This design comes from an exercise in tuning for small area, a short achievable clock period and few clock cycles on the open sky130 flow, not from production work.

==> flow/design.v <==
package edge_pkg;
  localparam int LINE_LENGTH    = 16;                           
  localparam int LINE_COUNT     = 6;                            
  localparam int PIX_PER_WORD   = 4;                            
  localparam int WORDS_PER_LINE = LINE_LENGTH / PIX_PER_WORD;   
  typedef logic [7:0]  pixel_t;   
  typedef logic [31:0] word_t;    
  typedef logic [15:0] addr_t;    
  localparam int SRC_BASE = 0;                                  
  localparam int DST_BASE = WORDS_PER_LINE * LINE_COUNT;        
  localparam int LAST_STEP = 49;
endpackage
`timescale 1ns/1ps
module sobel_lane (
  input  logic              clk,
  input  logic [9:0]        s0,    
  input  logic [9:0]        s2,    
  input  logic signed [8:0] d0,    
  input  logic signed [8:0] d1,    
  input  logic signed [8:0] d2,    
  output edge_pkg::pixel_t  pix
);
  logic [10:0] dx;
  logic [10:0] dy;
  logic        sx, sy;         
  logic [7:0]  ax, ay;         
  logic        big;            
  logic        sx_q, sy_q, big_q;
  logic [7:0]  ax_q, ay_q;
  logic [9:0]  u;
  assign dx  = {1'b0, s2} - {1'b0, s0};
  assign dy  = {{2{d0[8]}}, d0} + {{2{d2[8]}}, d2} + {d1[8], d1, 1'b0};
  assign sx  = dx[10];
  assign sy  = dy[10];
  assign ax  = dx[7:0] ^ {8{sx}};
  assign ay  = dy[7:0] ^ {8{sy}};
  assign big = (dx[10:8] != {3{sx}}) || (dy[10:8] != {3{sy}});
  always_ff @(posedge clk) begin
    sx_q  <= sx;
    sy_q  <= sy;
    ax_q  <= ax;
    ay_q  <= ay;
    big_q <= big;
  end
  assign u   = {2'b00, ax_q} + {2'b00, ay_q} + {8'd0, sx_q & sy_q, sx_q ^ sy_q};
  assign pix = (big_q || (u[9:8] != 2'd0)) ? 8'hff : u[7:0];
endmodule
`timescale 1ns/1ps
module line_buffer (
  input  logic                 clk,
  input  logic                 clear,    
  input  logic                 push,     
  input  logic                 vpush,    
  input  edge_pkg::word_t      data_r,
  output logic                 lclamp,   
  output logic                 rclamp,   
  output logic [4:1][7:0]      top,      
  output logic [4:1][7:0]      mid,
  output logic [4:1][7:0]      bot
);
  edge_pkg::word_t q [9];
  logic [31:8]     q9;
  logic [1:0]      widx;     
  logic            row0;     
  always_ff @(posedge clk) begin
    if (clear) begin
      widx   <= 2'd0;
      row0   <= 1'b1;
      lclamp <= 1'b0;
      rclamp <= 1'b0;
    end else if (push) begin
      widx   <= widx + 2'd1;
      lclamp <= (widx == 2'd1);
      rclamp <= (widx == 2'd0);
      if (widx == 2'd3) row0 <= 1'b0;
    end
  end
  always_ff @(posedge clk) begin
    if (push) begin
      q[0] <= vpush ? q[3] : data_r;
      q[1] <= q[0];
      q[2] <= q[1];
      q[3] <= q[2];
      q[4] <= row0 ? data_r : q[3];
      q[5] <= q[4];
      q[6] <= q[5];
      q[7] <= q[6];
      q[8] <= q[7];
      q9   <= q[8][31:8];
    end
  end
  assign bot = {q[0][7:0], q[1][31:8]};
  assign mid = {q[4][7:0], q[5][31:8]};
  assign top = {q[8][7:0], q9};
endmodule
`timescale 1ns/1ps
module acc_control (
  input  logic            clk,
  input  logic            reset,
  input  logic            start,
  output logic            finish,
  output edge_pkg::addr_t addr,
  output logic            en,
  output logic            we,
  output logic            clear,    
  output logic            push,     
  output logic            vpush     
);
  logic       run;       
  logic       busy;      
  logic [3:0] blk;       
  logic [2:0] ph;        
  logic [3:0] blk_n;     
  logic [2:0] ph_n;
  logic [5:0] addr_q;    
  logic [5:0] base_n;    
  logic       last;      
  logic       go;        
  logic       rd_n, wr_n, vr, rd;
  assign last  = (blk == 4'd9) && (ph == 3'd3);
  assign go    = !busy && start;
  assign ph_n  = (ph == 3'd4) ? 3'd0 : ph + 3'd1;
  assign blk_n = (ph == 3'd4) ? blk + 4'd1 : blk;
  function automatic logic blk_write(input logic [3:0] b);
    blk_write = (b == 4'd2) || (b == 4'd4) || (b == 4'd6) || (b == 4'd8) || (b == 4'd9);
  endfunction
  assign wr_n = blk_write(blk_n);
  assign rd_n = !blk_write(blk_n) && !((blk_n == 4'd7) && (ph_n == 3'd4));
  assign rd   = !blk_write(blk) && !((blk == 4'd7) && (ph == 3'd4));
  assign vr   = ((blk == 4'd7) && (ph == 3'd4)) || ((blk == 4'd8) && (ph != 3'd4));
  always_comb begin
    case (blk_n)
      4'd1:    base_n = 6'd5;
      4'd2:    base_n = 6'd24;
      4'd3:    base_n = 6'd10;
      4'd4:    base_n = 6'd29;
      4'd5:    base_n = 6'd15;
      4'd6:    base_n = 6'd34;
      4'd7:    base_n = 6'd20;
      4'd8:    base_n = 6'd39;
      4'd9:    base_n = 6'd44;
      default: base_n = 6'd0;
    endcase
  end
  assign addr  = {10'd0, addr_q};
  assign clear = !busy;
  always_ff @(posedge clk or posedge reset) begin
    if (reset) begin
      run    <= 1'b0;
      busy   <= 1'b0;
      en     <= 1'b0;
      finish <= 1'b0;
    end else begin
      run    <= go || (run && !last);
      busy   <= start || run;
      finish <= (run && last) || (busy && !run && start);
      en     <= go || (run && !last && (rd_n || wr_n));
    end
  end
  always_ff @(posedge clk) begin
    push  <= run && (rd || vr);
    vpush <= vr;
    we    <= wr_n;
    if (!run) begin
      blk    <= 4'd0;
      ph     <= 3'd0;
      addr_q <= 6'd0;
    end else begin
      blk    <= blk_n;
      ph     <= ph_n;
      addr_q <= base_n + {3'd0, ph_n};
    end
  end
endmodule
`timescale 1ns/1ps
module edge_acc (
  input  logic            clk,
  input  logic            reset,
  input  logic            start,    
  output logic            finish,   
  output edge_pkg::addr_t addr,
  output logic            en,
  output logic            we,
  output edge_pkg::word_t data_w,
  input  edge_pkg::word_t data_r
);
  logic clear, push, vpush;
  logic lclamp;                   
  logic rclamp;                   
  logic cols_q;                   
  logic [4:1][7:0] top, mid, bot;
  logic [9:0]        s_n [1:4];   
  logic signed [8:0] d_n [1:4];   
  logic [9:0]        s_q [1:4];   
  logic signed [8:0] d_q [1:4];
  logic [9:0]        s_r;         
  logic signed [8:0] d_r;         
  logic [9:0]        s_c;         
  logic signed [8:0] d_c;
  logic [9:0]        s_l;         
  logic signed [8:0] d_l;         
  edge_pkg::pixel_t  lane_pix [4];
  acc_control u_ctrl (
    .clk    (clk),
    .reset  (reset),
    .start  (start),
    .finish (finish),
    .addr   (addr),
    .en     (en),
    .we     (we),
    .clear  (clear),
    .push   (push),
    .vpush  (vpush)
  );
  line_buffer u_lbuf (
    .clk    (clk),
    .clear  (clear),
    .push   (push),
    .vpush  (vpush),
    .data_r (data_r),
    .lclamp (lclamp),
    .rclamp (rclamp),
    .top    (top),
    .mid    (mid),
    .bot    (bot)
  );
  always_comb begin
    for (int c = 1; c < 5; c++) begin
      s_n[c] = {2'b00, top[c]} + {1'b0, mid[c], 1'b0} + {2'b00, bot[c]};
      d_n[c] = {1'b0, top[c]} - {1'b0, bot[c]};
    end
  end
  always_ff @(posedge clk) begin
    for (int c = 1; c < 5; c++) begin
      s_q[c] <= s_n[c];
      d_q[c] <= d_n[c];
    end
    s_r    <= rclamp ? s_n[3] : s_n[4];
    d_r    <= rclamp ? d_n[3] : d_n[4];
    cols_q <= push;
  end
  always_ff @(posedge clk) begin
    if (cols_q) begin
      s_c <= s_q[4];
      d_c <= d_q[4];
      s_l <= lclamp ? s_q[4] : s_q[3];
      d_l <= lclamp ? d_q[4] : d_q[3];
    end
  end
  logic [9:0]        lane_s0 [4];
  logic [9:0]        lane_s2 [4];
  logic signed [8:0] lane_d0 [4];
  logic signed [8:0] lane_d1 [4];
  logic signed [8:0] lane_d2 [4];
  assign lane_s0[0] = s_l;
  assign lane_d0[0] = d_l;
  assign lane_s0[1] = s_c;
  assign lane_d0[1] = d_c;
  assign lane_d1[0] = d_c;
  for (genvar j = 2; j < 4; j++) begin : g_left
    assign lane_s0[j] = s_q[j - 1];
    assign lane_d0[j] = d_q[j - 1];
  end
  for (genvar j = 1; j < 4; j++) begin : g_centre
    assign lane_d1[j] = d_q[j];
  end
  assign lane_s2[3] = s_r;
  assign lane_d2[3] = d_r;
  for (genvar j = 0; j < 3; j++) begin : g_right
    assign lane_s2[j] = s_q[j + 1];
    assign lane_d2[j] = d_q[j + 1];
  end
  for (genvar j = 0; j < 4; j++) begin : g_lane
    sobel_lane u_lane (
      .clk (clk),
      .s0  (lane_s0[j]),
      .s2  (lane_s2[j]),
      .d0  (lane_d0[j]),
      .d1  (lane_d1[j]),
      .d2  (lane_d2[j]),
      .pix (lane_pix[j])
    );
  end
  always_ff @(posedge clk) begin
    for (int j = 0; j < 4; j++) begin
      data_w[8*j +: 8] <= lane_pix[j];   
    end
  end
endmodule
export LEC_CHECK = 0
export CAP_MARGIN = 20
export CORE_MARGIN = 2
export CORE_UTILIZATION = 55
export CTS_CLUSTER_DIAMETER = 80
export CTS_CLUSTER_SIZE = 24
export SLEW_MARGIN = 20
export BUFFER_PORTS_ARGS = -buffer_cell sky130_fd_sc_hd__buf_2
create_clock -name core_clock -period 11.0 [get_ports {clk}]
standard.sh (not shown) runs the stock make flow with config.mk's settings and CLKGATE_MAP_FILE= SYNTH_SCRIPT=/design/flow/synth_recipe.tcl, a recipe that flattens the netlist after the stock synthesis.
==> flow/flow/run.sh <==
#!/bin/bash
cp standard.sh standard_sh.copy.log
cat flow/extra.mk >> config.mk
bash standard.sh > standard.log 2>&1
==> flow/flow/extra.mk <==
export BUFFER_PORTS_ARGS = -buffer_cell sky130_fd_sc_hd__buf_2
Rerun with:
--- a/flow/design.v
+++ b/flow/design.v
@@ -106,9 +106,9 @@
   output logic            push,     
   output logic            vpush     
 );
   logic       run;       
-  logic       busy;      
+  logic       fin;       
   logic [3:0] blk;       
   logic [2:0] ph;        
   logic [3:0] blk_n;     
   logic [2:0] ph_n;
@@ -117,9 +117,9 @@
   logic       last;      
   logic       go;        
   logic       rd_n, wr_n, vr, rd;
   assign last  = (blk == 4'd9) && (ph == 3'd3);
-  assign go    = !busy && start;
+  assign go    = !run && !fin && start;
   assign ph_n  = (ph == 3'd4) ? 3'd0 : ph + 3'd1;
   assign blk_n = (ph == 3'd4) ? blk + 4'd1 : blk;
   function automatic logic blk_write(input logic [3:0] b);
     blk_write = (b == 4'd2) || (b == 4'd4) || (b == 4'd6) || (b == 4'd8) || (b == 4'd9);
@@ -142,19 +142,19 @@
       default: base_n = 6'd0;
     endcase
   end
   assign addr  = {10'd0, addr_q};
-  assign clear = !busy;
+  assign clear = !run && !fin;
   always_ff @(posedge clk or posedge reset) begin
     if (reset) begin
       run    <= 1'b0;
-      busy   <= 1'b0;
+      fin    <= 1'b0;
       en     <= 1'b0;
       finish <= 1'b0;
     end else begin
       run    <= go || (run && !last);
-      busy   <= start || run;
-      finish <= (run && last) || (busy && !run && start);
+      fin    <= (run && last) || (fin && start);
+      finish <= (run && last) || (finish && start);
       en     <= go || (run && !last && (rd_n || wr_n));
     end
   end
   always_ff @(posedge clk) begin
Synthesized cell count came out higher by about 1.3%.
Cell count rose by 0.72%.
Flip-flop and latch count does not change.
Register-to-register slack gets worse by 0.24 ns.
Final area hardly moves.
Utilization hardly moves.
Count of clock-buffer cells in the layout drops by 3.
Critical path depth climbs by 9.
Via count climbs by about 0.7%.
Die area is unchanged.
Setup slack gets worse by 0.12 ns.
Worst hold slack gets worse by 0.0033 ns.
Function was not checked in any run of this note: the RTL went through the layout flow alone.

## static timing again, ports no longer ideal
The flow's constraints put no driver on any port. The routed layouts listed below were extracted and timed again, unchanged, in two steps.
Step 1 sets driving cells, clkbuf_16 on the clock port and buf_2 on the other inputs (assumed; they add their load-dependent delay and slew).
Step 2 adds t to the input delays and takes it off the output delays; t is the mean of the earliest and latest rising clock arrival at the registers after step 1. Input paths then give back, and output paths get back, about the clock's delay inside the block.
a / b / c = ideal ports / drivers / drivers and shift; a / b = the first two.
run | shift t [ns] | setup slack, ns | slew at the worst register clock pin (ns)
the first run | 0.641 | 7.715 / 7.657 / 7.830 | 0.09 / 0.09
the second run | 0.629 | 7.595 / 7.595 / 7.595 | 0.09 / 0.09
After both steps setup and hold are still met in every run listed.
